What follows belongs to an exercise in optimizing a design on an open flow for small area; a production flow would make more cautious choices.
Function was checked by simulation only, so behaviour that the tests miss may differ from the original.
Power figures rest on the tool's default switching activity, not on a simulated workload.

==> flow/config.mk <==
export PLATFORM = sky130hd
export DESIGN_NAME = pwm_timing_param_calc
export DESIGN_NICKNAME = pwm_timing_param_calc
export VERILOG_FILES = /design/flow/design.v
export SDC_FILE = /design/flow/constraint.sdc
export NUM_CORES = 4
export LEC_CHECK = 0
export CAP_MARGIN = 0
export CORE_MARGIN = 2
export CORE_UTILIZATION = 60
export GPL_TIMING_DRIVEN = 0
export SLEW_MARGIN = 0
==> flow/constraint.sdc <==
create_clock -name core_clock -period 8.0 [get_ports {clock}]
set_input_delay 1.6000 -clock core_clock [delete_from_list [all_inputs] [get_ports {clock}]]
set_output_delay 1.6000 -clock core_clock [all_outputs]
set_load 0.01 [all_outputs]
==> flow/design.v <==
module pwm_timing_param_calc (
   input  logic         clock,
   input  logic         reset,
   input  logic         req_start,
   output logic         busy,
   input  logic [6:0]   req_percent,
   output logic         rsp_valid,
   output logic [2:0]   rsp_div_code,
   output logic [7:0]   rsp_prescale_code,
   output logic [15:0]  rsp_period_code,
   output logic [15:0]  rsp_duty_code,
   output logic         rsp_duty_zero,
   output logic [1:0]   rsp_status,
   input  logic         csr_valid,
   output logic         csr_ready,
   input  logic [0:0]   csr_index,
   input  logic [31:0]  csr_wdata
);
   localparam logic [31:0] CLK_HZ_RESET = 32'd200000000;
   localparam logic [31:0] PERIOD_RESET = 32'd50000;
   localparam logic [23:0] D_CYC  = 24'd3906250;    
   localparam logic [23:0] D_FULL = 24'd65535;
   localparam logic [23:0] D_PCT  = 24'd100;
   localparam logic [3:0] S_IDLE   = 4'd0;
   localparam logic [3:0] S_DONE   = 4'd1;
   localparam logic [3:0] S_MULC   = 4'd2;    
   localparam logic [3:0] S_MULP   = 4'd3;    
   localparam logic [3:0] S_DIVD1  = 4'd4;    
   localparam logic [3:0] S_DIVK   = 4'd5;    
   localparam logic [3:0] S_DIV100 = 4'd6;    
   localparam logic [3:0] S_DIVPRE = 4'd7;    
   localparam logic [3:0] S_FIT    = 4'd8;    
   localparam logic [3:0] S_CLRM   = 4'd9;    
   localparam logic [3:0] S_CLRP   = 4'd10;   
   localparam logic [3:0] S_LOAD   = 4'd11;   
   localparam logic [1:0] PH_0 = 2'd0;        
   localparam logic [1:0] PH_A = 2'd1;
   localparam logic [1:0] PH_B = 2'd2;
   localparam logic [1:0] PH_C = 2'd3;
   logic [31:0] clk_hz;
   logic [31:0] period;
   logic [63:0] w;
   logic [15:0] aux;
   logic [2:0]  c;
   logic [7:0]  code;
   logic        range_f;
   logic        bad_f;
   logic [3:0]  state;
   logic [1:0]  phase;
   logic [5:0]  cnt;
   logic [1:0]  phs;         
   logic        cy1, cy2;    
   logic        idle;
   logic        accept;
   logic        bad;
   logic        step;        
   logic        div_mode;
   logic        mul_mode;
   logic        add_en;
   logic        is_pre;
   logic        sub;
   logic        c9;
   logic [23:0] dsel;
   logic [31:0] m_in;
   logic [32:0] a_in;
   logic [32:0] b_in;
   logic [32:0] sum;
   logic        co1, co2;    
   logic        fit;
   logic        fit_stop;
   logic        last;
   logic        clr;
   logic        load;
   logic        rz;
   logic        bin;
   logic [16:0] dec;         
   logic        uf8;
   logic        sat8;
   logic        sat16;
   assign idle   = (state == S_IDLE) || (state == S_DONE);
   assign accept = idle && req_start;
   assign bad    = (req_percent > 7'd100);
   assign step   = (phs == 2'd2);
   assign fit = !(w[33] && (c != 3'd7)) && (w[32:24] == 9'd0)
                && !((w[23:8] == 16'hffff) && (w[7:0] != 8'd0));
   assign fit_stop = fit || (c == 3'd7);
   assign last = (state == S_MULC) ? (cnt == {3'b101, c}) : (cnt == 6'd39);
   assign div_mode = (state == S_DIVD1) || (state == S_DIVK) ||
                     (state == S_DIV100) || (state == S_DIVPRE);
   assign mul_mode = (state == S_MULC) || (state == S_MULP) ||
                     ((state == S_FIT) && !fit_stop);
   assign load     = (state == S_LOAD);
   assign clr      = (state == S_CLRM) || (state == S_CLRP) ||
                     ((state == S_FIT) && fit_stop);
   assign add_en   = ((state == S_MULC) || (state == S_MULP)) && !cnt[5];
   assign m_in     = (state == S_MULP) ? {17'd0, aux[6:0], 8'd0} : clk_hz;
   assign is_pre = (state == S_DIVPRE);
   assign sub    = !w[63];
   always_comb begin
      case (state)
         S_DIVD1:  dsel = D_CYC;
         S_DIVK:   dsel = D_FULL;
         S_DIV100: dsel = D_PCT;
         default:  dsel = {16'd0, code};
      endcase
   end
   assign c9 = sub ^ is_pre;
   assign a_in = ({33{div_mode}} & w[62:30]) | ({33{mul_mode}} & {1'b0, w[63:32]});
   assign b_in = div_mode ? {dsel ^ {24{sub}}, {9{c9}}}
                          : ((w[0] && add_en) ? {1'b0, m_in} : 33'd0);
   always_comb begin
      logic cb;
      cb = div_mode && c9;
      co1 = 1'b0;
      co2 = 1'b0;
      for (int i = 0; i < 33; i++) begin
         if (i == 11) cb = cy1;
         if (i == 22) cb = cy2;
         sum[i] = a_in[i] ^ b_in[i] ^ cb;
         cb     = (a_in[i] & b_in[i]) | (cb & (a_in[i] ^ b_in[i]));
         if (i == 10) co1 = cb;
         if (i == 21) co2 = cb;
      end
   end
   assign rz    = (w[55:41] == 15'd0) && (w[63] == w[40]);
   assign bin   = (load && (phase == PH_A)) ? rz : 1'b1;
   assign dec   = {1'b0, w[15:0]} - {16'd0, bin};
   assign uf8   = (w[7:0] == 8'd0) && bin;
   assign sat16 = (w[39:16] != 24'd0);
   assign sat8  = sat16 || (w[15:8] != 8'd0);
   always_ff @(posedge clock) begin
      if (reset) begin
         state  <= S_IDLE;
         clk_hz <= CLK_HZ_RESET;
         period <= PERIOD_RESET;
      end else begin
         if (csr_valid && idle) begin
            if (csr_index == 1'b0) clk_hz <= csr_wdata;
            else                   period <= csr_wdata;
         end
         if (accept) begin
            state <= bad ? S_DONE : S_LOAD;
         end else if (step) begin
            case (state)
               S_MULC:   if (last) state <= S_DIVD1;
               S_MULP:   if (last) state <= S_DIV100;
               S_DIVD1:  if (last) state <= (phase == PH_A) ? S_FIT : S_CLRP;
               S_DIVK:   if (last) state <= S_LOAD;
               S_DIV100: if (last) state <= S_CLRM;
               S_DIVPRE: if (last) state <= (phase == PH_C) ? S_DONE : S_LOAD;
               S_FIT:    if (fit_stop) state <= S_DIVK;
               S_CLRM:   state <= S_MULC;
               S_CLRP:   state <= S_DIVPRE;
               S_LOAD:   state <= (phase == PH_A) ? S_MULP : S_MULC;
               default:  state <= S_IDLE;
            endcase
         end else if (state == S_DONE) begin
            state <= S_IDLE;
         end
      end
      if (step && (div_mode || mul_mode || clr || load)) begin
         w[63:32] <= sum[32:1];
      end
      if (step && (div_mode || mul_mode || load)) begin
         w[31] <= load ? period[31] : sum[0];
      end
      if (step && (div_mode || mul_mode || load)) begin
         w[30:0] <= load ? period[30:0] : (div_mode ? {w[29:0], !sum[32]} : w[31:1]);
      end
      cy1 <= co1;
      cy2 <= co2;
      if (idle) phs <= 2'd0;
      else      phs <= step ? 2'd0 : phs + 2'd1;
      if (step && (div_mode || (state == S_MULC) || (state == S_MULP))) begin
         cnt <= last ? 6'd0 : cnt + 6'd1;
      end
      if (accept) begin
         phase   <= PH_0;
         c       <= 3'd0;
         code    <= 8'd0;
         range_f <= 1'b0;
         bad_f   <= bad;
         aux     <= bad ? 16'd0 : {9'd0, req_percent};
         cnt     <= 6'd0;
      end else if (step) begin
         if (state == S_FIT) begin
            if (fit_stop) range_f <= range_f || !fit;
            else          c <= c + 3'd1;
         end
         if (load) begin
            case (phase)
               PH_0: phase <= PH_A;
               PH_A: begin
                  code    <= sat8 ? 8'hff : (uf8 ? 8'h00 : dec[7:0]);
                  range_f <= range_f || (uf8 && !sat8);
                  phase   <= PH_B;
               end
               default: begin
                  aux     <= sat16 ? 16'hffff : w[15:0];
                  phase   <= PH_C;
               end
            endcase
         end
      end
   end
   assign busy              = !idle;
   assign csr_ready         = idle;
   assign rsp_valid         = (state == S_DONE);
   assign rsp_div_code      = c;
   assign rsp_prescale_code = code;
   assign rsp_period_code   = (sat16 && !bad_f) ? 16'hffff
                              : ((dec[16] || bad_f) ? 16'h0000 : dec[15:0]);
   assign rsp_duty_code     = aux;
   assign rsp_duty_zero     = (aux == 16'd0) && !bad_f;
   assign rsp_status        = {range_f, bad_f};
endmodule
==> flow/flow/run.sh <==
#!/bin/bash
# The standard layout, with the port buffers made from the smallest buffer
# cell and a clock tree of small clock buffers without dummy loads.
set -euo pipefail
export BUFFER_PORTS_ARGS="-buffer_cell sky130_fd_sc_hd__buf_1"
export CTS_ARGS="-sink_clustering_enable -repair_clock_nets -buf_list sky130_fd_sc_hd__clkbuf_8 -dont_use_dummy_load"
bash standard.sh "BUFFER_PORTS_ARGS=$BUFFER_PORTS_ARGS" "CTS_ARGS=$CTS_ARGS" finish > layout_make.log 2>&1
==> flow/standard.sh <==
#!/bin/bash
# synth_recipe.tcl (not shown) runs the flow's synth.tcl, then flattens the netlist and writes it again
# the make line also repeats each setting of config.mk as NAME=value (left out here)
make -C /OpenROAD-flow-scripts/flow DESIGN_CONFIG=/design/flow/config.mk WORK_HOME=/design/flow/orfs CLKGATE_MAP_FILE= SYNTH_SCRIPT=/design/flow/synth_recipe.tcl "${@:-finish}"
==> results of run 1 <==
## worst register-to-register path: stages, from the launching register on
cell      delay [ns]
edfxtp_1        0.33
clkbuf_1        0.31
nand4_1         0.24
nor4_1          0.45
a21oi_1         0.39
o31ai_2         0.54
buf_2           0.33
a22oi_1         0.13
fa_1            0.46
fa_1            0.40
fa_1            0.40
fa_1            0.40
fa_1            0.40
fa_1            0.40
fa_1            0.41
fa_1            0.37
inv_1           0.08
fa_1            0.19
fa_1            0.21
fa_1            0.41
## metal layers
| layer | wire length, um | GRT usage, % | vias to the layer above |
|---|---|---|---|
| li1 | - | - | 3760 |
| met1 | 11540 | 47.20 | 3799 |
| met2 | 11430 | 48.13 | 306 |
| met3 | 1733 | 5.301 | 49 |
| met4 | 582 | 9.244 | 0 |
| met5 | 0 | 0 | - |
## flip-flops by register name, summed over array words and instances (netlist names)
| name | cells |
|---|---|
| aux | 16 |
| bad_f | 1 |
| c | 3 |
| clk_hz | 32 |
| cnt | 6 |
| code | 8 |
| cy1 | 1 |
| cy2 | 1 |
| period | 32 |
| phase | 2 |
| phs | 2 |
| range_f | 1 |
| state | 4 |
| w | 64 |
## stage by stage
step,hold slack (ns),worst slack [ns],std cells
finish,0.4309,0.8708,1322
global route,0.4527,0.6720,1322
CTS,0.4354,0.9318,1322
detailed placement,0.4259,1.013,1305
global placement,0.4081,1.058,1303
floorplan,0.3975,2.061,1023
## layout make-up
class                   instances  share of cell area, %
repair buffers                 94                  3.968
plain buffers                  75                  3.100
flip-flops and latches        173                  42.36
well taps                     188                  2.331
clock buffers                  17                  2.319
inverters                      41                  1.525
multi-input cells             734                  44.40
## where the power goes
part	total, uW	internal, uW	leakage (uW)	switching, uW
Clock	465	188	0.000122	277
Combinational	935	318	0.00199	616
Sequential	1180	1100	0.00149	81.4
Total	2580	1610	0.00360	975
## logic make-up (layout without fill, tap and decap cells)
| group | count (synthesis) | after routing | synth area share [%] |
|---|---|---|---|
| AND/OR/NAND/NOR | 436 | 436 | 21.53 |
| flip-flops | 173 | 173 | 46.49 |
| XOR/XNOR | 36 | 36 | 3.429 |
| multiplexers | 8 | 8 | 0.8710 |
| adder cells (fa/ha/maj) | 38 | 38 | 7.784 |
| AO/OA/AOI/OAI | 216 | 216 | 14.82 |
| buffers and inverters | 116 | 227 | 5.076 |
## layout by cell type (no fill, tap or decap), types with 3 or more instances in the layout
cell type  Yosys  routed
a31oi_1       32      32
and2_1         3       3
ha_1           6       6
xnor2_1       24      24
nand4b_1       4       4
o221a_1        8       8
dfxtp_1       92      92
nor3_2         4       4
nand4_1       10      10
buf_2         13      13
o21ai_1       19      19
xor2_1        12      12
nand3_1       16      16
inv_1         41      41
nor2_1        85      84
or2_1          4       4
a22o_1        12      12
clkbuf_1      53      53
nand3b_1      19      19
a22oi_1       20      20
buf_4          4       4
nor4_1        15      15
edfxtp_1      81      81
or3_1          6       6
nand2_1      233     233
fa_1          32      32
o22ai_1        5       5
o21ai_0       22      22
mux2i_1        8       8
or2_2          3       3
nor3_1        15      15
buf_1          5      97
a21oi_1       81      81
nor2b_1        5       5
clkbuf_8       0      17
## how the worst max path moves through the flow
stage               startpoint  cells past startpoint  slack, ns  endpoint
finish                    w[8]                     19       0.87     w[41]
global route              w[8]                     19       0.67     w[41]
CTS                       w[8]                     19       0.93     w[41]
detailed placement        w[8]                     19       1.01     w[41]
global placement          w[8]                     19       1.06     w[41]
floorplan             state[1]                     20       2.06     w[41]
==> flow_summary.json, run 1 <==
{
  "status": "complete, no violations",
  "yosys-top-cells-count": "233 x nand2_1, 92 x dfxtp_1, 85 x nor2_1",
  "dpl.hpwl_mm": 19.37,
  "setup.worst_path.end_class": "flip-flop",
  "post_cts_resized": 0,
  "fp-row-count": 45,
  "io_pins": 93,
  "power.density_nw_per_um2": 255.7,
  "hold_path.startpoint": "phs[0]",
  "cp_top_family": "adder cells",
  "regArea_sq_um": 4274,
  "yosys_warnings": 1,
  "grt_util_all_layers_pct": 31.71,
  "fillers": 1319,
  "cp_common_cell": "fa_1",
  "p_total_uw": 2580,
  "place_congestion": 0.9586,
  "max_freq_mhz": 140.3,
  "root_buffer": "clkbuf_8",
  "dr.pass1.iters": 5,
  "design_area_sq_um": 10090,
  "die_h_um": 127.8,
  "critical_path_arrival_ns": 7.32,
  "clock_skew_ns": 0.03289,
  "ys_seq_area_share_pct": 46.49,
  "htreeDepth": 4,
  "hold_buffers": 0,
  "netlist_top_cells_area": "edfxtp_1 26%, dfxtp_1 20%, nand2_1 9.5%, fa_1 7.0%, a21oi_1 4.4%",
  "place_area_sq_um": 9849,
  "slowest_stage": "o31ai_2",
  "wl_per_cell_um": 19.13,
  "antenna_found_initial": 0,
  "slowest_delay_ns": 0.54,
  "whs_path_depth": 1,
  "synth_fp_nets": 1105,
  "cts.sinks": 173,
  "avgSynthCellArea_sq_um": 8.987,
  "crit_type": "flip-flop to flip-flop",
  "multi_input_area_sq_um": 4481,
  "cts_setup_buffers": 0,
  "worstMarginPinSlew_ns": 0.9306,
  "die_width_um": 127.8,
  "crit_chain": "clkbuf_1, nand4_1, nor4_1, a21oi_1, o31ai_2, buf_2, a22oi_1, fa_1, fa_1, fa_1, fa_1, fa_1, fa_1, fa_1, fa_1, inv_1, fa_1, fa_1, fa_1",
  "start_util_pct": 60.93,
  "fin_crit_ns": 7.129,
  "yosys.area.top_type": "edfxtp_1",
  "syn_area_sq_um": 9194,
  "grt_max_degree": 22,
  "path_buf_inv": 3,
  "rr_endpoint": "w[41]",
  "r2r_cells": 19,
  "clock_latency_ns": 0.47,
  "synth_cells": 1023,
  "layout-drive-gt1-share_pct": 4.938,
  "cap_violations": 0,
  "cts_tree": "yes",
  "synth_ff_type": "dfxtp_1",
  "r2r_slack_ns": 0.87,
  "antenna_left": 0,
  "die_area_sq_um": 16330,
  "antenna_cells": 0,
  "grt.overflow.total": 0,
  "cp.required_ns": 8.19,
  "setup_viol": 0,
  "vias": 7914,
  "core_sq_um": 15090,
  "grt_pass1_wl_mm": 39.30,
  "path_clk_slew_ns": 0.10,
  "area_growth_pct": 9.757,
  "io_buffers": 92,
  "post-synth-top-count-cell": "nand2_1",
  "drt_drc_violations_left": 0,
  "drt_wl_total_mm": 25.28,
  "grt_setup_unrepaired": "no",
  "nNetsFinal": 1218,
  "timing.rr.start": "w[8]",
  "async_flop_share_pct": 0,
  "p_leak_uw": 0.003603,
  "final_core_util_pct": 66.87,
  "vdd_drop_max_v": 0.0001472,
  "slew_violations": 0,
  "hold_viol": 0,
  "numCtsBuffers": 17,
  "period_share_pct": 89.12,
  "min_path_type": "flip-flop to flip-flop",
  "synth-seq-cells": 173,
  "critPathMaxFanout": 10,
  "yosysTopAreaCellShare_pct": 26.46,
  "worstSetupStartpointType": "flip-flop",
  "ys_types": 58,
  "vias_per_cell": 5.986,
  "drt_iter0_drc": 834,
  "clk_path_buf_depth": 2,
  "whs_endpoint": "phs[0]",
  "grt_pass1_vias": 7360,
  "timing.slew.headroom_pct": 37.76,
  "tns_ns": 0,
  "synth_edf_count": 81
}
==> inputs of run 2 (changes only) <==
--- a/flow/config.mk
+++ b/flow/config.mk
@@ -6,7 +6,6 @@
 export NUM_CORES = 4
 export LEC_CHECK = 0
-export CAP_MARGIN = 0
+export CAP_MARGIN = 20
 export CORE_MARGIN = 2
-export CORE_UTILIZATION = 60
-export GPL_TIMING_DRIVEN = 0
-export SLEW_MARGIN = 0
+export CORE_UTILIZATION = 40
+export SLEW_MARGIN = 20
==> run 2 against run 1 <==
Still clean on timing, DRC and antenna. Cell count up 2.4%. Register-to-register slack improved by 0.43 ns. Sequential power is 4% higher. Clock-buffer cell count unchanged. Area after synthesis unchanged. Global-route usage shrank 11 points. Worst hold slack worse by 0.019 ns. Setup slack gained 0.43 ns. Via count is 4.7% lower. Critical endpoint unchanged. Highest routed layer unchanged.
==> flow_summary.json, run 2 <==
{
  "ys_types": 58,
  "slowest_delay_ns": 0.70,
  "design_area_sq_um": 9943,
  "dp.cells": 1337,
  "timing.slew.headroom_pct": 34.29,
  "grt_util_all_layers_pct": 21.02,
  "ys_seq_area_share_pct": 46.49,
  "nNetsFinal": 1153,
  "core_sq_um": 22570,
  "antenna_left": 0,
  "period_share_pct": 83.79,
  "cp_common_cell": "fa_1",
  "yosys.area.top_type": "edfxtp_1",
  "cts_setup_buffers": 0,
  "root_buffer": "clkbuf_8",
  "cts_tree": "yes",
  "grt_setup_unrepaired": "no",
  "min_path_type": "flip-flop to flip-flop",
  "netlist_top_cells_area": "edfxtp_1 26%, dfxtp_1 20%, nand2_1 9.5%, fa_1 7.0%, a21oi_1 4.4%",
  "clock_latency_ns": 0.47,
  "area_growth_pct": 8.152,
  "dpl.hpwl_mm": 18.23,
  "die_h_um": 155.6,
  "slew_violations": 0,
  "antenna_cells": 0,
  "top_regs": "w x64, clk_hz x32, period x32",
  "wl_per_cell_um": 18.59,
  "grt_pass1_vias": 6981,
  "synth_edf_count": 81,
  "synth-seq-cells": 173,
  "worstMarginPinSlew_ns": 0.9846,
  "layout_commonest_cell": "nand2_1",
  "post-synth-top-count-cell": "nand2_1",
  "place_area_sq_um": 9708,
  "max_freq_mhz": 149.2,
  "htreeDepth": 4,
  "fp-row-count": 55,
  "die_width_um": 155.6,
  "setup.worst_path.end_class": "flip-flop",
  "post_cts_resized": 0,
  "crit_type": "flip-flop to flip-flop",
  "status": "complete, no violations",
  "drt_wl_total_mm": 25.17,
  "critPathMaxFanout": 25,
  "io_buffers": 92,
  "crit_start": "state[1]",
  "slowest_stage": "dfxtp_1",
  "cp.required_ns": 8.17,
  "grt_pass1_wl_mm": 39.19,
  "timing.rr.start": "state[1]",
  "clock_skew_ns": 0.04910,
  "synth_ff_type": "dfxtp_1",
  "hold_viol": 0,
  "drt_drc_violations_left": 0,
  "path_buf_inv": 3,
  "hold_buffers": 0,
  "regMostFlops": "w",
  "power.density_nw_per_um2": 256.4,
  "antenna_found_initial": 0,
  "yosysTopAreaCellShare_pct": 26.46,
  "async_flop_share_pct": 0,
  "crit_chain": "inv_1, or3_1, or3_1, nor2_2, buf_4, a21oi_1, fa_1, fa_1, fa_1, fa_1, fa_1, fa_1, fa_1, fa_1, inv_1, fa_1, fa_1, fa_1",
  "worstSetupStartpointType": "flip-flop",
  "synth_cells": 1023,
  "multi_input_area_sq_um": 4488,
  "path_clk_slew_ns": 0.05,
  "fillers": 2279,
  "drt_iter0_drc": 709,
  "io_pins": 93,
  "setup_viol": 0,
  "dr.pass1.iters": 6,
  "regArea_sq_um": 4274,
  "largest_reg_flops": 64,
  "cts.sinks": 173,
  "start_util_pct": 40.73,
  "fin_cells": 1354,
  "vias": 7540,
  "cap_violations": 0,
  "fin_crit_ns": 6.703,
  "tns_ns": 0,
  "cp_top_family": "adder cells",
  "clk_path_buf_depth": 2,
  "mostFrequentLayoutCells": "233 x nand2_1, 92 x dfxtp_1, 91 x buf_1",
  "layout-drive-gt1-share_pct": 4.864,
  "p_leak_uw": 0.003494,
  "numCtsBuffers": 17,
  "fin_hold_ws_ns": 0.4115,
  "yosys-top-cells-count": "233 x nand2_1, 92 x dfxtp_1, 85 x nor2_1",
  "syn_area_sq_um": 9194,
  "grt_max_degree": 71,
  "vias_per_cell": 5.569,
  "hold_path.startpoint": "phs[0]",
  "vdd_drop_max_v": 0.0001500,
  "avgSynthCellArea_sq_um": 8.987,
  "synth_fp_nets": 1105,
  "critical_path_arrival_ns": 6.87,
  "final_core_util_pct": 44.05,
  "die_area_sq_um": 24210,
  "yosys_warnings": 1,
  "grt.overflow.total": 0,
  "place_congestion": 0.8909
}
run 2: cell counts after synthesis:
Identical to the previous run, type by type.
run 2: layout make-up:
type                       instances  area share, %
clock buffer                      17          2.353
tap                              285          3.586
inverter                          41          1.548
multi-input combinational        734          45.14
timing repair buffer             104          4.392
sequential                       173          42.98
run 2: where the power goes:
group          internal, uW  switching (uW)
logic                   296             553
clock network           188             280
registers              1100             133
run 2: worst paths after layout:
path                            slack, ns  endpoint  depth (start not counted)
worst max-delay path                 1.30     w[41]                         18
worst min-delay path                 0.41    phs[0]                          1
worst max register to register       1.30     w[41]                         18
worst min register to register       0.41    phs[0]                          1
run 2: through the flow:
stage | total power (uW) | worst slack [ns]
2_1_floorplan | 1832 | 2.061
3_3_place_gp | 2091 | 1.551
3_5_place_dp | 2101 | 1.395
4_1_cts | 2559 | 1.371
5_1_grt | 2721 | 1.026
6_report | 2549 | 1.297
run 2: cell families after synthesis:
| group | count (synthesis) | share of synthesized area [%] |
|---|---|---|
| flip-flops | 173 | 46.49 |
| adder cells (fa/ha/maj) | 38 | 7.784 |
| AO/OA/AOI/OAI | 216 | 14.82 |
| buffers and inverters | 116 | 5.076 |
| XOR/XNOR | 36 | 3.429 |
| multiplexers | 8 | 0.8710 |
| AND/OR/NAND/NOR | 436 | 21.53 |
run 2: routing by layer:
metal	vias up	part of all wire [%]	GRT usage, %
li1	3613	-	-
met1	3610	46	30.95
met2	280	44	31.23
met3	37	7.5	4.361
met4	0	2.3	6.291
met5	-	0	0
==> inputs of run 3 (changes only) <==
--- a/flow/design.v
+++ b/flow/design.v
@@ -127,6 +127,6 @@
    assign dec   = {1'b0, w[15:0]} - {16'd0, bin};
    assign uf8   = (w[7:0] == 8'd0) && bin;
-   assign sat16 = (w[39:16] != 24'd0);
-   assign sat8  = sat16 || (w[15:8] != 8'd0);
+   assign sat16 = (w[19:16] != 4'd0);
+   assign sat8  = (w[11:8] != 4'd0);
    always_ff @(posedge clock) begin
       if (reset) begin
--- a/flow/config.mk
+++ b/flow/config.mk
@@ -6,6 +6,6 @@
 export NUM_CORES = 4
 export LEC_CHECK = 0
-export CAP_MARGIN = 20
+export CAP_MARGIN = 0
 export CORE_MARGIN = 2
-export CORE_UTILIZATION = 40
-export SLEW_MARGIN = 20
+export CORE_UTILIZATION = 55
+export SLEW_MARGIN = 0
==> run 3 against run 2 <==
Wire length is 2.2% lower. First-iteration DRC count is 7.3% higher. Still clean on timing, DRC and antenna. Clock-buffer cell count unchanged. Utilization grew 16 points. Final area fell by 1.2%. Clock power up 0.9%. Area after synthesis down 0.29%. Critical endpoint is now w[0]. Cell count fell by 4.2%. Via count fell by 0.97%. Worst hold slack improved by 0.0087 ns. Combinational power shrank 24%.
==> flow_summary.json, run 3 <==
{
  "antenna_found_initial": 0,
  "die_area_sq_um": 17720,
  "critPathMaxFanout": 31,
  "power.density_nw_per_um2": 233.0,
  "vdd_drop_max_v": 0.0001433,
  "synth_edf_count": 81,
  "vias_per_cell": 5.757,
  "cts_setup_buffers": 0,
  "synth_fp_nets": 1117,
  "layout-drive-gt1-share_pct": 4.828,
  "dpl.hpwl_mm": 17.62,
  "critical_path_arrival_ns": 6.72,
  "timing.slew.headroom_pct": 30.64,
  "antenna_left": 0,
  "dr_wl_met3_mm": 1.397,
  "io_pins": 93,
  "grt_pass1_wl_mm": 38.47,
  "layout_commonest_cell": "nand2_1",
  "grt_setup_unrepaired": "no",
  "synth-seq-cells": 173,
  "cap_violations": 0,
  "place_congestion": 0.8828,
  "async_flop_share_pct": 0,
  "regMostFlops": "w",
  "avgSynthCellArea_sq_um": 8.858,
  "drt_drc_violations_left": 0,
  "netlist_top_cells_area": "edfxtp_1 27%, dfxtp_1 20%, nand2_1 9.6%, fa_1 7.0%, a21oi_1 4.9%",
  "period_share_pct": 81.86,
  "path_clk_slew_ns": 0.07,
  "post-synth-top-count-cell": "nand2_1",
  "largest_reg_flops": 64,
  "io_buffers": 92,
  "nNetsFinal": 1161,
  "top_regs": "w x64, clk_hz x32, period x32",
  "antenna_cells": 0,
  "root_buffer": "clkbuf_8",
  "yosysTopAreaCellShare_pct": 26.53,
  "mostFrequentLayoutCells": "235 x nand2_1, 92 x dfxtp_1, 91 x buf_1",
  "yosys.area.top_type": "edfxtp_1",
  "dr.pass1.iters": 5,
  "hold_viol": 0,
  "die_width_um": 133.1,
  "routed.top_layer": "met4",
  "start_util_pct": 55.68,
  "min_path_type": "flip-flop to flip-flop",
  "syn_area_sq_um": 9168,
  "synth_cells": 1035,
  "area_growth_pct": 7.124,
  "p_leak_uw": 0.003561,
  "setup_viol": 0,
  "status": "complete, no violations",
  "vias": 7467,
  "yosys_warnings": 1,
  "wl_per_cell_um": 18.98,
  "post_cts_resized": 0,
  "drt_iter0_drc": 761,
  "core_sq_um": 16470,
  "worstSetupStartpointType": "flip-flop",
  "clock_skew_ns": 0.04296,
  "slew_violations": 0,
  "fin_crit_ns": 6.549,
  "route.met2.wl_mm": 11.22,
  "clock_latency_ns": 0.47,
  "cts_tree": "yes",
  "ys_types": 56,
  "grt_pass1_vias": 7002,
  "yosys-top-cells-count": "235 x nand2_1, 92 x dfxtp_1, 90 x a21oi_1",
  "setup.worst_path.end_class": "flip-flop",
  "crit_type": "flip-flop to flip-flop",
  "grt_max_degree": 70,
  "worstMarginPinSlew_ns": 1.035,
  "cts.sinks": 173,
  "pre_cts_ws_ns": 1.545,
  "hold_buffers": 0,
  "clk_path_buf_depth": 2,
  "tns_ns": 0,
  "met1_length_mm": 11.59,
  "fin_hold_ws_ns": 0.4203,
  "drt_wl_total_mm": 24.62,
  "grt_util_all_layers_pct": 28.25,
  "grt.overflow.total": 0,
  "die_h_um": 133.1,
  "cp.required_ns": 8.17,
  "fp-row-count": 47,
  "htreeDepth": 4,
  "max_freq_mhz": 152.7,
  "ys_seq_area_share_pct": 46.62,
  "fin_ws_ns": 1.451,
  "numCtsBuffers": 17,
  "synth_ff_type": "dfxtp_1"
}
==> run 3: cell types whose count changed after synthesis, sizes merged, moves of 4 or more <==
cell,delta
o221a,-8
a21oi,+10
nor3,-5
nand2b,+12
or3,-4
o21ai,+4
clkbuf,+8
nand3,-7
buf,-5
==> run 3: area by class of cell <==
class                   count  area, sq um
clock buffers              17        234.0
well taps                 220        275.3
repair buffers            103        429.2
inverters                  43        161.4
fillers                  1569         6645
multi-input cells         741         4447
flip-flops and latches    173         4274
==> run 3: final timing paths <==
path | end | slack (ns) | cells after the start | from
worst max-delay path | w[0] | 1.45 | 24 | w[12]
worst max register to register | w[0] | 1.45 | 24 | w[12]
worst min register to register | phs[0] | 0.42 | 1 | phs[0]
worst min-delay path | phs[0] | 0.42 | 1 | phs[0]
==> run 3: cells by family (layout without fill, tap and decap cells) <==
kind of cell	after synthesis	after routing	share of synthesized area (%)
muxes	11	11	1.215
AOI/OAI and AO/OA	226	226	14.62
xor gates and xnor gates	35	35	3.344
DFF	173	173	46.62
and+or+nand+nor	431	431	21.18
adders and majority gates	38	38	7.807
buffers and inverters	121	163	5.214
==> run 3: routing by layer <==
| metal | vias up | global-route usage (%) |
|---|---|---|
| li1 | 3634 | - |
| met5 | - | 0 |
| met3 | 25 | 3.919 |
| met2 | 229 | 42.63 |
| met4 | 0 | 8.038 |
| met1 | 3579 | 42.90 |
==> run 3: critical path: stages (launching register included) <==
cell and delay (ns):
edfxtp_1 0.54, nand4_1 0.14, nor4_1 0.51, a21oi_1 0.24
o41ai_1 0.30, nor2b_2 0.21, buf_4 0.32, a22oi_1 0.15
fa_1 0.44, fa_1 0.39, fa_1 0.40, fa_1 0.39
fa_1 0.36, inv_1 0.07, fa_1 0.16, inv_1 0.05
fa_1 0.37, fa_1 0.37, inv_1 0.07, fa_1 0.17
fa_1 0.18, xnor2_1 0.15, nor2_1 0.06, a21oi_1 0.13
o21ai_0 0.08
==> run 3: per-stage QoR <==
| step | cells | instance area [sq um] | utilization, % | power [uW] |
|---|---|---|---|---|
| 6_report | 1297 | 9821 | 59.64 | 2288 |
| 5_1_grt | 1297 | 9821 | 59.64 | 2417 |
| 4_1_cts | 1297 | 9821 | 59.64 | 2295 |
| 3_5_place_dp | 1280 | 9587 | 58.22 | 1838 |
| 3_3_place_gp | 1280 | 9587 | 58.22 | 1826 |
| 2_1_floorplan | 1035 | 9168 | - | 1628 |
==> run 3: where the power goes <==
group	internal (uW)	total, uW	switching, uW	leakage (uW)
logic	223	647	425	0.00195
registers	1070	1170	103	0.00149
clock network	188	472	283	0.000122
==> inputs of run 4 (changes only) <==
--- a/flow/config.mk
+++ b/flow/config.mk
@@ -8,4 +8,4 @@
 export CAP_MARGIN = 0
 export CORE_MARGIN = 2
-export CORE_UTILIZATION = 55
+export CORE_UTILIZATION = 25
 export SLEW_MARGIN = 0
==> run 4 against run 3 <==
Die area up 120%. Clock-buffer cell count is the same. First-iteration DRC count shrank 20%. Highest routed layer unchanged. Non-clock buffer count unchanged. Cell count up 19%. Wire length up 8.2%. Sequential power is essentially flat. Critical endpoint is now w[41]. Still clean on timing, DRC and antenna. Combinational power hardly changed. Critical path depth is 5 lower. Final area up 3.2%.
==> flow_summary.json, run 4 <==
{
  "status": "complete, no violations",
  "synth_compound_area_share_pct": 14.62,
  "synth_fp_nets": 1117,
  "fin_crit_ns": 6.763,
  "synth_ff_type": "dfxtp_1",
  "setup.worst_path.end_class": "flip-flop",
  "vias": 7584,
  "antenna_found_initial": 1,
  "grt_pass1_wl_mm": 41.59,
  "syn_area_sq_um": 9168,
  "synthXorXnorAreaFrac_pct": 3.344,
  "grt_setup_unrepaired": "no",
  "whs_path_depth": 1,
  "die_area_sq_um": 38220,
  "numCtsBuffers": 17,
  "die_width_um": 195.5,
  "avgSynthCellArea_sq_um": 8.858,
  "post_cts_resized": 0,
  "power.density_nw_per_um2": 226.8,
  "nNetsFinal": 1161,
  "hold_viol": 0,
  "dr.pass1.iters": 7,
  "drt_drc_violations_left": 0,
  "r2r_cells": 19,
  "synth_edf_count": 81,
  "drt_iter0_drc": 608,
  "design_area_sq_um": 10130,
  "wl_per_cell_um": 17.23,
  "largest_reg_flops": 64,
  "area_growth_pct": 10.54,
  "fin_ws_ns": 1.237,
  "clock_skew_ns": 0.03715,
  "power.switching_uw": 823.4,
  "critical_path_arrival_ns": 6.96,
  "yosysTopAreaCellShare_pct": 26.53,
  "dpl.hpwl_mm": 19.74,
  "core_sq_um": 36350,
  "root_buffer": "clkbuf_8",
  "fillers": 3885,
  "yosys-top-cells-count": "235 x nand2_1, 92 x dfxtp_1, 90 x a21oi_1",
  "cts_tree": "yes",
  "ys_seq_area_share_pct": 46.62,
  "yosys.area.top_type": "edfxtp_1",
  "async_flop_share_pct": 0,
  "top_regs": "w x64, clk_hz x32, period x32",
  "cts_setup_buffers": 0,
  "layout-drive-gt1-share_pct": 4.828,
  "start_util_pct": 25.22,
  "regMostFlops": "w",
  "hold_buffers": 0,
  "io_buffers": 92,
  "max_freq_mhz": 147.9,
  "synth_cells": 1035,
  "critPathMaxFanout": 15,
  "grt.overflow.total": 0,
  "p_int_uw": 1475,
  "vias_per_cell": 4.906,
  "yosys_warnings": 1,
  "path_clk_slew_ns": 0.08,
  "synth-adder-area-share_pct": 7.807,
  "grt_max_degree": 70,
  "die_h_um": 195.5,
  "ys_types": 56,
  "cp.required_ns": 8.20,
  "worstMarginPinSlew_ns": 1.085,
  "clk_path_buf_depth": 2,
  "mostFrequentLayoutCells": "235 x nand2_1, 92 x dfxtp_1, 91 x buf_1",
  "cts.sinks": 173,
  "synth-seq-cells": 173,
  "clkPwrFrac_pct": 20.3,
  "timing.slew.headroom_pct": 27.48,
  "drt_wl_total_mm": 26.64,
  "pre_cts_ws_ns": 1.291,
  "p_leak_uw": 0.003561,
  "fp-row-count": 70,
  "p_comb_share_pct": 28.1,
  "seq_power_share_pct": 51.5,
  "grt_util_all_layers_pct": 14.05,
  "layout_commonest_cell": "nand2_1",
  "setup_viol": 0,
  "io_pins": 93,
  "p_total_uw": 2299,
  "min_path_type": "flip-flop to flip-flop",
  "synth_top_family_by_area": "simple AND/OR/NAND/NOR gates",
  "slew_violations": 0,
  "place_congestion": 0.8669,
  "post_synth_and_or_nand_nor_area_fraction_pct": 21.18,
  "worstSetupStartpointType": "flip-flop",
  "htreeDepth": 4,
  "clock_latency_ns": 0.48,
  "crit_type": "flip-flop to flip-flop",
  "switching_share_pct": 35.82,
  "netlist_top_cells_area": "edfxtp_1 27%, dfxtp_1 20%, nand2_1 9.6%, fa_1 7.0%, a21oi_1 4.9%",
  "antenna_left": 0,
  "grt_pass1_vias": 7321,
  "place_area_sq_um": 9897,
  "vdd_drop_max_v": 0.0001043,
  "synth.area.mux_share_pct": 1.215,
  "post-synth-top-count-cell": "nand2_1",
  "cap_violations": 0,
  "period_share_pct": 84.54,
  "tns_ns": 0
}
[run 4: path summary, 6_finish.rpt]
check / from / end / slack [ns]
max: c[0] / w[41] / 1.24
min: phs[0] / phs[0] / 0.42
max reg2reg: c[0] / w[41] / 1.24
min reg2reg: phs[0] / phs[0] / 0.42
[run 4: worst max-delay path: stages (launching register included)]
cell	delay, ns
dfxtp_1	0.36
ha_1	0.22
ha_1	0.28
o2111ai_1	0.24
a21oi_1	0.12
o41ai_1	0.31
nor2b_2	0.62
a22oi_1	0.21
fa_1	0.50
fa_1	0.39
fa_1	0.39
fa_1	0.38
fa_1	0.40
fa_1	0.40
fa_1	0.39
fa_1	0.42
inv_1	0.09
fa_1	0.18
fa_1	0.18
fa_1	0.40
[run 4: final cells by class]
cell class | count | area (sq um) | area share, %
well taps | 468 | 585.6 | 5.778
multi-input cells | 741 | 4447 | 43.88
inverters | 43 | 161.4 | 1.593
diodes | 1 | 2.502 | 0.02469
flip-flops and latches | 173 | 4274 | 42.18
clock buffers | 17 | 234.0 | 2.309
repair buffers | 103 | 429.2 | 4.235
[run 4: power by group through the flow]
stage	Sequential [uW]	Combinational, uW	Clock, uW
after detailed placement	1200	649	0
after global placement	1200	635	0
final	1180	647	468
after floorplan	1140	486	0
after global routing	1200	731	506
after CTS	1180	648	477
[run 4: through the flow]
stage | hold WS [ns] | utilization [%] | instances
finish | 0.4211 | 27.88 | 1546
global route | 0.4463 | 27.88 | 1546
CTS | 0.4217 | 27.87 | 1545
floorplan | 0.3975 | - | 1035
detailed placement | 0.4130 | 27.23 | 1528
global placement | 0.4052 | 27.23 | 1528
[run 4: cell families after synthesis]
| kind of cell | count (synthesis) |
|---|---|
| buffers and inverters | 121 |
| XOR/XNOR | 35 |
| AO/OA/AOI/OAI | 226 |
| multiplexers | 11 |
| adder cells (fa/ha/maj) | 38 |
| AND/OR/NAND/NOR | 431 |
| flip-flops | 173 |
[run 4: per-layer routing]
layer / vias up / global-route usage (%) / share of wire, %
li1: 3625 / - / -
met1: 3665 / 19.58 / 46
met2: 257 / 22.01 / 45
met3: 37 / 2.487 / 6.8
met4: 0 / 4.665 / 2.0
met5: - / 0 / 0
==> inputs of run 5 (changes only) <==
--- a/flow/config.mk
+++ b/flow/config.mk
@@ -8,4 +8,4 @@
 export CAP_MARGIN = 0
 export CORE_MARGIN = 2
-export CORE_UTILIZATION = 25
+export CORE_UTILIZATION = 40
 export SLEW_MARGIN = 0
==> run 5 against run 4 <==
Flip-flop and latch count stayed put. Sequential share of layout area is 0.95 points higher. Utilization is 16 points higher. Critical endpoint unchanged.
==> flow_summary.json, run 5 <==
{
  "fp-row-count": 55,
  "avgSynthCellArea_sq_um": 8.858,
  "drt_drc_violations_left": 0,
  "hold_buffers": 0,
  "grt_setup_unrepaired": "no",
  "cap_violations": 0,
  "syn_area_sq_um": 9168,
  "multi_input_area_sq_um": 4442,
  "synth_fp_nets": 1117,
  "async_flop_share_pct": 0,
  "drt_wl_total_mm": 24.73,
  "core_sq_um": 22570,
  "netlist_top_cells_area": "edfxtp_1 27%, dfxtp_1 20%, nand2_1 9.6%, fa_1 7.0%, a21oi_1 4.9%",
  "dpl.hpwl_mm": 18.15,
  "layout-drive-gt1-share_pct": 4.735,
  "synth_compound_area_share_pct": 14.62,
  "vias": 7471,
  "r2r_cells": 18,
  "p_leak_uw": 0.003561,
  "regMostFlops": "w",
  "die_h_um": 155.4,
  "clk_path_buf_depth": 2,
  "die_width_um": 155.4,
  "cp.required_ns": 8.20,
  "wl_per_cell_um": 18.16,
  "ys_types": 56,
  "synth-seq-cells": 173,
  "final_core_util_pct": 43.90,
  "io_pins": 93,
  "largest_reg_flops": 64,
  "critPathMaxFanout": 13,
  "timing.slew.headroom_pct": 29.73,
  "yosys-top-cells-count": "235 x nand2_1, 92 x dfxtp_1, 90 x a21oi_1",
  "yosys_warnings": 1,
  "grt_pass1_wl_mm": 39.07,
  "antenna_cells": 0,
  "top_regs": "w x64, clk_hz x32, period x32",
  "met1_length_mm": 11.79,
  "routed.top_layer": "met4",
  "switching_share_pct": 35.34,
  "area_growth_pct": 8.093,
  "vdd_drop_max_v": 0.0001195,
  "post-synth-top-count-cell": "nand2_1",
  "setup.worst_path.end_class": "flip-flop",
  "vias_per_cell": 5.485,
  "ys_seq_area_share_pct": 46.62,
  "dr.pass1.iters": 5,
  "route.met2.wl_mm": 11.26,
  "synth-adder-area-share_pct": 7.807,
  "period_share_pct": 84.41,
  "numCtsBuffers": 17,
  "slew_violations": 0,
  "synth_top_family_by_area": "simple AND/OR/NAND/NOR gates",
  "die_area_sq_um": 24150,
  "crit_type": "flip-flop to flip-flop",
  "nNetsFinal": 1161,
  "yosys.area.top_type": "edfxtp_1",
  "place_congestion": 0.8580,
  "max_freq_mhz": 148.1,
  "yosysTopAreaCellShare_pct": 26.53,
  "power.density_nw_per_um2": 230.6,
  "clock_latency_ns": 0.47,
  "path_clk_slew_ns": 0.07,
  "seq_power_share_pct": 51.7,
  "whs_path_depth": 1,
  "timing.rr.start": "w[12]",
  "synthXorXnorAreaFrac_pct": 3.344,
  "fin_crit_ns": 6.753,
  "synth_ff_type": "dfxtp_1",
  "antenna_found_initial": 0,
  "design_area_sq_um": 9910,
  "cts.sinks": 173,
  "root_buffer": "clkbuf_8",
  "whs_endpoint": "phs[0]",
  "grt_pass1_vias": 6945,
  "place_area_sq_um": 9676,
  "io_buffers": 92,
  "fillers": 2342,
  "min_path_type": "flip-flop to flip-flop",
  "drt_iter0_drc": 825,
  "hold_path.startpoint": "phs[0]",
  "p_int_uw": 1478,
  "grt_max_degree": 73,
  "power.switching_uw": 807.7,
  "regArea_sq_um": 4274,
  "mostFrequentLayoutCells": "235 x nand2_1, 92 x dfxtp_1, 91 x buf_1",
  "r2r_slack_ns": 1.25,
  "start_util_pct": 40.62,
  "clkPwrFrac_pct": 20.5,
  "dr_wl_met3_mm": 1.381,
  "post_synth_and_or_nand_nor_area_fraction_pct": 21.18,
  "rr_endpoint": "w[41]",
  "hold_viol": 0,
  "antenna_left": 0,
  "synth.area.mux_share_pct": 1.215,
  "htreeDepth": 4,
  "setup_viol": 0,
  "synth_cells": 1035,
  "p_comb_share_pct": 27.8,
  "post_cts_resized": 0,
  "synth_edf_count": 81,
  "worstMarginPinSlew_ns": 1.052,
  "tns_ns": 0,
  "status": "complete, no violations",
  "cts_setup_buffers": 0,
  "grt.overflow.total": 0,
  "worstSetupStartpointType": "flip-flop",
  "layout_commonest_cell": "nand2_1",
  "grt_util_all_layers_pct": 20.98,
  "critical_path_arrival_ns": 6.95,
  "clock_skew_ns": 0.03330,
  "cts_tree": "yes"
}
## run 5: cell type report
class                   count  share of cell area [%]
clock buffers              17                   2.361
inverters                  43                   1.629
multi-input cells         741                   44.82
flip-flops and latches    173                   43.13
well taps                 285                   3.598
repair buffers            103                   4.457
## run 5: routing by layer
metal | vias up | global-route usage, %
li1 | 3628 | -
met1 | 3607 | 31.20
met2 | 210 | 31.75
met3 | 26 | 3.872
met4 | 0 | 4.893
met5 | - | 0
## run 5: worst max path at each step
stage               startpoint    end  slack [ns]  depth (start not counted)
floorplan                 c[0]  w[41]        1.95                         21
global route             w[12]  w[41]        1.02                         18
CTS                      w[12]  w[41]        1.27                         18
detailed placement       w[12]  w[41]        1.28                         18
global placement         w[12]  w[41]        1.39                         18
finish                   w[12]  w[41]        1.25                         18
## run 5: power groups by stage
stage	clock, uW	sequential [uW]	combinational [uW]
after CTS	474	1180	640
after floorplan	0	1140	486
after detailed placement	0	1200	640
after global placement	0	1200	633
final	468	1180	636
after global routing	510	1190	726
## run 5: worst max-delay path, cell delays in order, from the launching register on
cell,delay (ns)
edfxtp_1,0.51
nand4_1,0.12
nor4_1,0.45
a21oi_1,0.22
o41ai_1,0.40
nor2b_2,0.51
a22oi_1,0.17
fa_1,0.47
fa_1,0.39
fa_1,0.39
fa_1,0.39
fa_1,0.40
fa_1,0.42
fa_1,0.40
fa_1,0.38
inv_1,0.10
fa_1,0.19
fa_1,0.18
fa_1,0.40
## run 5: stage by stage
stage | power [uW] | instances | hold WS, ns | worst slack, ns
6_report | 2286 | 1362 | 0.4283 | 1.247
5_1_grt | 2430 | 1362 | 0.4462 | 1.022
4_1_cts | 2294 | 1362 | 0.4317 | 1.274
3_5_place_dp | 1840 | 1345 | 0.4218 | 1.281
3_3_place_gp | 1829 | 1345 | 0.4062 | 1.392
2_1_floorplan | 1628 | 1035 | 0.3975 | 1.954
## run 5: cells by family after synthesis
| family | count (synthesis) |
|---|---|
| buffers and inverters | 121 |
| XOR/XNOR | 35 |
| flip-flops | 173 |
| AND/OR/NAND/NOR | 431 |
| multiplexers | 11 |
| AO/OA/AOI/OAI | 226 |
| adder cells (fa/ha/maj) | 38 |
==> inputs of run 6 (changes only) <==
==> flow/flow/run.sh (replaced) <==
#!/bin/bash
# The standard layout, with the port buffers made from the smallest buffer
# cell and a clock tree of small clock buffers without dummy loads.
set -euo pipefail
export BUFFER_PORTS_ARGS="-buffer_cell sky130_fd_sc_hd__buf_1"
export CTS_ARGS="-sink_clustering_enable -repair_clock_nets -buf_list sky130_fd_sc_hd__clkbuf_16 -dont_use_dummy_load -sink_clustering_size 40 -sink_clustering_max_diameter 120"
bash standard.sh "BUFFER_PORTS_ARGS=$BUFFER_PORTS_ARGS" "CTS_ARGS=$CTS_ARGS" finish > layout_make.log 2>&1
==> run 6 against run 5 <==
Combinational power about the same. Area after synthesis unchanged. Clock skew decreased by 0.012 ns. Via count increased by 0.80%. Still clean on timing, DRC and antenna. Maximum frequency decreased by 0.63%. Cell count unchanged. Largest power group unchanged. Sequential power about the same. Synthesized cell count unchanged.
==> flow_summary.json, run 6 <==
{
  "status": "complete, no violations",
  "cts.sinks": 173,
  "path_clk_slew_ns": 0.05,
  "slew_violations": 0,
  "yosys.area.top_type": "edfxtp_1",
  "place_congestion": 0.8580,
  "yosysTopAreaCellShare_pct": 26.53,
  "setup.worst_path.end_class": "flip-flop",
  "numCtsBuffers": 17,
  "dr.pass1.iters": 5,
  "min_path_type": "flip-flop to flip-flop",
  "pre_cts_ws_ns": 1.281,
  "synth_cells": 1035,
  "power.switching_uw": 835.7,
  "fin_ws_ns": 1.204,
  "drt_wl_total_mm": 25.07,
  "die_h_um": 155.4,
  "area_growth_pct": 10.18,
  "drt_iter0_drc": 788,
  "post-synth-top-count-cell": "nand2_1",
  "drt_drc_violations_left": 0,
  "final_core_util_pct": 44.75,
  "switching_share_pct": 33.47,
  "grt_pass1_wl_mm": 39.22,
  "setup_viol": 0,
  "hold_viol": 0,
  "wl_per_cell_um": 18.40,
  "root_buffer": "clkbuf_16",
  "cts_tree": "yes",
  "mostFrequentLayoutCells": "235 x nand2_1, 92 x dfxtp_1, 91 x buf_1",
  "synth_edf_count": 81,
  "grt_setup_unrepaired": "no",
  "grt_pass1_vias": 6969,
  "dp.cells": 1345,
  "design_area_sq_um": 10100,
  "grt_use_met1_pct": 31.15,
  "critPathMaxFanout": 13,
  "period_share_pct": 84.95,
  "clkPwrFrac_pct": 27.0,
  "synth_fp_nets": 1117,
  "antenna_found_initial": 0,
  "synth_ff_type": "dfxtp_1",
  "hold_buffers": 0,
  "grt_util_all_layers_pct": 21.05,
  "place_area_sq_um": 9676,
  "die_width_um": 155.4,
  "crit_type": "flip-flop to flip-flop",
  "start_util_pct": 40.62,
  "io_pins": 93,
  "p_int_uw": 1661,
  "clock_skew_ns": 0.02142,
  "core_sq_um": 22570,
  "gr-max-usage-layer": "met2",
  "worstMarginPinSlew_ns": 1.069,
  "netlist_top_cells_area": "edfxtp_1 27%, dfxtp_1 20%, nand2_1 9.6%, fa_1 7.0%, a21oi_1 4.9%",
  "vias_per_cell": 5.529,
  "grt.overflow.total": 0,
  "layout-drive-gt1-share_pct": 4.735,
  "htreeDepth": 4,
  "antenna_cells": 0,
  "grt_max_degree": 73,
  "worstSetupStartpointType": "flip-flop",
  "fin_crit_ns": 6.796,
  "largest_reg_flops": 64,
  "syn_area_sq_um": 9168,
  "post_cts_resized": 0,
  "p_comb_share_pct": 25.6,
  "top_regs": "w x64, clk_hz x32, period x32",
  "timing.slew.headroom_pct": 28.18,
  "nNetsFinal": 1161,
  "yosys_warnings": 1,
  "power.density_nw_per_um2": 247.2,
  "die_area_sq_um": 24150,
  "ys_types": 56,
  "async_flop_share_pct": 0,
  "yosys-top-cells-count": "235 x nand2_1, 92 x dfxtp_1, 90 x a21oi_1",
  "cp.required_ns": 8.16,
  "antenna_left": 0,
  "tns_ns": 0,
  "vdd_drop_max_v": 0.0001197,
  "layout_commonest_cell": "nand2_1",
  "dpl.hpwl_mm": 18.15,
  "critical_path_arrival_ns": 6.95,
  "cap_violations": 0,
  "vias": 7531,
  "use_met2_pct": 31.80,
  "clk_path_buf_depth": 2,
  "clock_latency_ns": 0.43,
  "cts_setup_buffers": 0,
  "regMostFlops": "w",
  "ys_seq_area_share_pct": 46.62,
  "seq_power_share_pct": 47.4,
  "fin_cells": 1362,
  "synth-seq-cells": 173,
  "max_freq_mhz": 147.1,
  "p_leak_uw": 0.003649,
  "grtUsageMet3_pct": 3.900,
  "avgSynthCellArea_sq_um": 8.858,
  "fp-row-count": 55,
  "io_buffers": 92
}
[run 6: cell types whose count changed in the layout (fill, tap and decap cells not counted)]
cell	delta
clkbuf_16	+17
clkbuf_8	-17
[run 6: cells by family after synthesis]
logic type / after synthesis / share of synthesized area [%]
DFF: 173 / 46.62
buffers and inverters: 121 / 5.214
AOI/OAI and AO/OA: 226 / 14.62
adders and majority gates: 38 / 7.807
and+or+nand+nor: 431 / 21.18
muxes: 11 / 1.215
xor gates and xnor gates: 35 / 3.344
[run 6: worst max-delay path: stages (launching register included)]
cell      delay [ns]
edfxtp_1        0.50
nand4_1         0.12
nor4_1          0.45
a21oi_1         0.22
o41ai_1         0.40
nor2b_2         0.52
a22oi_1         0.17
fa_1            0.47
fa_1            0.39
fa_1            0.39
fa_1            0.39
fa_1            0.40
fa_1            0.42
fa_1            0.40
fa_1            0.38
inv_1           0.11
fa_1            0.21
fa_1            0.19
fa_1            0.40
[run 6: final cells by class]
cell class                 instances  area [sq um]
multi-input combinational        741          4442
tap                              285         356.6
sequential                       173          4274
timing repair buffer             103         441.7
fill                            2323         12470
inverter                          43         161.4
clock buffer                      17         425.4
[run 6: per-layer routing]
layer,up-vias,wire [um]
met5,-,0
met4,0,354
met3,27,1707
met2,240,11380
met1,3638,11630
li1,3626,-
[run 6: per-stage QoR]
stage,hold WS (ns),power [uW]
final,0.4259,2497
after floorplan,0.3975,1628
after detailed placement,0.4218,1840
after global placement,0.4062,1829
after global routing,0.4433,2640
after CTS,0.4291,2504
[run 6: path summary, 6_finish.rpt]
check                            start      to  slack, ns  cells after the start
worst min register to register  phs[0]  phs[0]       0.43                      1
worst max-delay path             w[12]   w[41]       1.20                     18
worst max register to register   w[12]   w[41]       1.20                     18
worst min-delay path            phs[0]  phs[0]       0.43                      1
[run 6: power by group through the flow]
stage,Sequential (uW),Clock [uW],Combinational (uW)
5_1_grt,1200,719,726
4_1_cts,1180,681,641
3_3_place_gp,1200,0,633
2_1_floorplan,1140,0,486
6_report,1180,674,638
3_5_place_dp,1200,0,640

afterwards: timing with drivers on the ports:
In the flow no input, the clock included, has a driving cell. The finished layouts below were timed again as built, in two steps. Step 1 (the two cells are an assumption about what drives the block):
set clk [get_ports {clock}]
set_driving_cell -lib_cell sky130_fd_sc_hd__clkbuf_16 $clk
set_driving_cell -lib_cell sky130_fd_sc_hd__buf_2 [delete_from_list [all_inputs] $clk]
Step 2, shift: input delay + t, output delay - t, t = (earliest + latest rising clock arrival at the registers) / 2. This alone moves slack from input paths to output paths. Three values: ideal, step 1, step 2; two values: the first two.
run | t, ns | setup WS [ns] | worst slew at a driven data input, ns
run 1 | 0.491 | 0.871 / 0.871 / 0.871 | 0.03
run 2 | 0.488 | 1.297 / 1.297 / 1.297 | 0.04
run 3 | 0.493 | 1.451 / 1.451 / 1.451 | 0.05
run 4 | 0.506 | 1.237 / 1.237 / 1.237 | 0.07
run 5 | 0.498 | 1.247 / 1.247 / 1.247 | 0.03
run 6 | 0.465 | 1.204 / 1.204 / 1.204 | 0.03
After both steps every run listed still meets setup and hold.
